Background: an optimization exercise with open tools, aiming at small area, a short achievable clock period and few clock cycles. Do not read the settings as production practice. In this exercise RTL edits were held to simulation tests only and were not proved equivalent to the original. Power figures rest on the tool's default switching activity, not on a simulated workload.

== sierra ==
// buddy_memory_allocator
module buddy_memory_allocator #(
	parameter int MAX_ORDER = bma_pkg::DEF_MAX_ORDER
) (
	input  logic                 clk,
	input  logic                 arst_n,
	input  logic                 req_valid,
	output logic                 req_ready,
	input  logic                 req_type,
	input  logic [MAX_ORDER:0]   req_size,
	input  logic [MAX_ORDER-1:0] free_address,
	output logic                 rsp_valid,
	input  logic                 rsp_ready,
	output logic [1:0]           status,
	output logic [MAX_ORDER-1:0] block_start,
	output logic [MAX_ORDER-1:0] block_end
);
For scale: roughly 9500 cells after synthesis, roughly 50 I/O pins.
clock: 6.5 ns
lec_check: 0
cap_margin: 20
core_margin: 2
core_utilization: 50
place_density: 0.6
setup_slack_margin: 0.4
slew_margin: 20
tns_end_percent: 100
run.sh (not shown) runs the stock make flow with config.mk's settings and CLKGATE_MAP_FILE= SYNTH_SCRIPT=/design/flow/synth_recipe.tcl, a recipe that flattens the netlist after the stock synthesis.
Testbench counts of sierra, summed over its fixed seeds: cycles 8,016.
The following lists how harbor was set up differently from sierra:
--- a/flow/design.v
+++ b/flow/design.v
@@ -25,27 +25,24 @@
 endpackage
 module bma_map_ram #(
 	parameter int MO = 10,
 	parameter int J = 0,
 	parameter int BW = 5
 ) (
 	input  logic              clk,
 	input  logic              clr,        
 	input  logic              act,        
 	input  logic              r_type,     
 	input  logic [MO-1:0]     r_a,
 	input  logic [(1<<BW)-1:0] r_arow,    
-	input  logic              ld,         
-	input  logic              in_fge,     
-	input  logic [(1<<BW)-1:0] in_arow,   
 	input  logic [(1<<BW)-1:0] srow,      
 	input  logic [(1<<BW)-1:0] scol,      
 	input  logic              found,
 	input  logic              osel,       
 	input  logic              below,      
 	input  logic              mclr,       
 	input  logic              msel,       
 	output logic              any,
 	output logic [(1<<BW)-1:0] rd_o,
 	output logic [(1<<BW)-1:0] first_o,
 	output logic [(1<<BW)-1:0] xlow_o,     
 	output logic [MO-1:0]     fra,
@@ -60,31 +57,30 @@
 		logic [W-1:0] p;
 		p = x;
 		for (int s = 1; s < W; s = s * 2) begin
 			p = p | (p << s);
 		end
 		lowhot = x & ~(p << 1);
 	endfunction
 	logic [RJ*WJ-1:0] mem_q;
 	logic [RJ-1:0]    nz_q;       
 	logic [RJ-1:0]    first;      
 	logic [RJ-1:0]    arow;       
 	logic [RJ-1:0]    rsel;
-	logic [RJ-1:0]    rsel_q;     
 	logic [WJ-1:0]    rd;
 	logic [WJ-1:0]    xlow;       
 	logic             xmore;      
 	always_comb begin
 		arow = (RL == 0) ? '1 : r_arow[RJ-1:0];
-		rsel = (RL == 0) ? '1 : rsel_q;
+		rsel = r_type ? arow : first;
 		rd = '0;
 		fra = '0;
 		for (int r = 0; r < RJ; r++) begin
 			if (rsel[r]) begin
 				rd = rd | mem_q[r*WJ +: WJ];
 			end
 			if (first[r]) begin
 				fra = fra | (r << (J + WL));
 			end
 		end
 		rd_o = rd;
 		xlow = lowhot(rd);
@@ -180,31 +176,24 @@
 			if (wen && wsel[r]) begin
 				mem_q[r*WJ +: WJ] <= wdata;
 				nz_q[r] <= wnz;
 			end
 		end
 	end
 	if (RJ > 1) begin : g_fr
 		always_ff @(posedge clk) begin
 			if (wen) begin
 				first <= wfr;
 			end
 		end
-		always_ff @(posedge clk) begin
-			if (ld) begin
-				rsel_q <= in_fge ? in_arow[RJ-1:0] : (wen ? wfr : first);
-			end else begin
-				rsel_q <= r_type ? arow : (wen ? wfr : first);
-			end
-		end
 	end else begin : g_fr1
 		assign first = nz_q;
 	end
 endmodule
 module buddy_memory_allocator #(
 	parameter int MAX_ORDER = bma_pkg::DEF_MAX_ORDER
 ) (
 	input  logic                 clk,
 	input  logic                 arst_n,
 	input  logic                 req_valid,
 	output logic                 req_ready,
 	input  logic                 req_type,
@@ -276,25 +265,25 @@
 	always_comb begin
 		for (int j = 0; j < NL; j++) begin
 			lowz = 1'b1;
 			for (int b = 0; b < j; b++) begin
 				lowz = lowz && !req_size[b];
 			end
 			in_ge[j] = ((req_size >> (j + 1)) == '0) && (!req_size[j] || lowz);
 		end
 		in_bad = (req_size == '0) || !in_ge[MO];
 		in_arow = '0;
 		for (int j = 0; j < NL; j++) begin
 			for (int r = 0; r < (1 << rlog(j)); r++) begin
-				in_arow[j*W + r] = ((free_address >> (j + wlog(j))) == r);
+				in_arow[j*W + r] = (((free_address & in_ge[MO-1:0]) >> (j + wlog(j))) == r);
 			end
 		end
 	end
 	always_ff @(posedge clk or negedge arst_n) begin
 		if (!arst_n) begin
 			clr_q <= 1'b1;
 			r_valid <= 1'b0;
 			o_valid <= 1'b0;
 		end else begin
 			clr_q <= 1'b0;
 			if (req_ready) begin
 				r_valid <= req_valid;
@@ -395,27 +384,24 @@
 		logic [W-1:0] first;
 		bma_map_ram #(
 			.MO (MO),
 			.J  (j),
 			.BW (BW)
 		) u_lvl (
 			.clk    (clk),
 			.clr    (clr_q),
 			.act    (proc && !r_bad),
 			.r_type (r_fge[j]),
 			.r_a    (r_a),
 			.r_arow (r_arow[j*W +: W]),
-			.ld     (req_ready),
-			.in_fge (req_type && in_ge[j]),
-			.in_arow(in_arow[j*W +: W]),
 			.srow   (lvl_srow[j*W +: W]),
 			.scol   (lvl_scol[j*W +: W]),
 			.found  (found),
 			.osel   (osel[j]),
 			.below  (below[j]),
 			.mclr   (mclr[j]),
 			.msel   (msel[j]),
 			.any    (lvl_any[j]),
 			.rd_o   (rd),
 			.first_o(first),
 			.xlow_o (lvl_xlow[j*W +: W]),
 			.fra    (lvl_fra[j*MO +: MO]),
==> run summary <==
- Between harbor and sierra, it is harbor whose post-synth net total is lower, by 5.0%.
- Final cycle utilization of the critical path | harbor below sierra
- Re setup slack after layout: sierra was lower than harbor.
- Number of buffers created by CTS: harbor vs sierra down 2
- Relative slew slack, sierra and harbor: higher on harbor
- Cell area after technology mapping in harbor is about 2.5% below sierra.
- sierra → harbor: maximum fanout along the worst path down 3, async set-or-reset flop fraction in the synthesized netlist closely matched the old numbers, fraction of layout cells with a size suffix above 1 went up 0.43 points, clock share of power rose 1.7 points.
- Against sierra as the reference, harbor delivers a lower first-pass GRT wire length.
- Against sierra, met2 wire length in harbor fell by more than 10%.
- The required time reported for the critical path endpoint of harbor is lower than that of sierra.
- harbor reports its termination of the worst setup path as g_lvl[9].u_lvl.mem_q[1] while sierra reports g_lvl[0].u_lvl.mem_q[726].
Testbench counts of harbor, summed over its fixed seeds: cycles 8,016.

## separate check: timing with driven ports
How much do the figures lean on ideal ports? The routed layouts below were timed once more, with nothing changed but the port constraints.
Step 1 (the two cells are an assumption about what drives the block):
set clk [get_ports {clk}]
set_driving_cell -lib_cell sky130_fd_sc_hd__clkbuf_16 $clk
set_driving_cell -lib_cell sky130_fd_sc_hd__buf_2 [delete_from_list [all_inputs] $clk]
Step 2, shift: input delay + t, output delay - t, t = (earliest + latest rising clock arrival at the registers) / 2. This alone moves slack from input paths to output paths.
a / b / c = no drivers / after step 1 / after step 2; a / b = the first two.
| run | shift t [ns] | setup slack, ns | worst register clock-pin slew, ns |
|---|---|---|---|
| sierra | 1.008 | 0.284 / 0.284 / 0.284 | 0.08 / 0.08 |
| harbor | 0.979 | 0.364 / 0.364 / 0.067 | 0.07 / 0.07 |
After both steps every run listed still meets setup and hold. For harbor, which loses most, drivers alone change the setup slack by 0.000 ns; drivers and shift together by -0.297 ns.
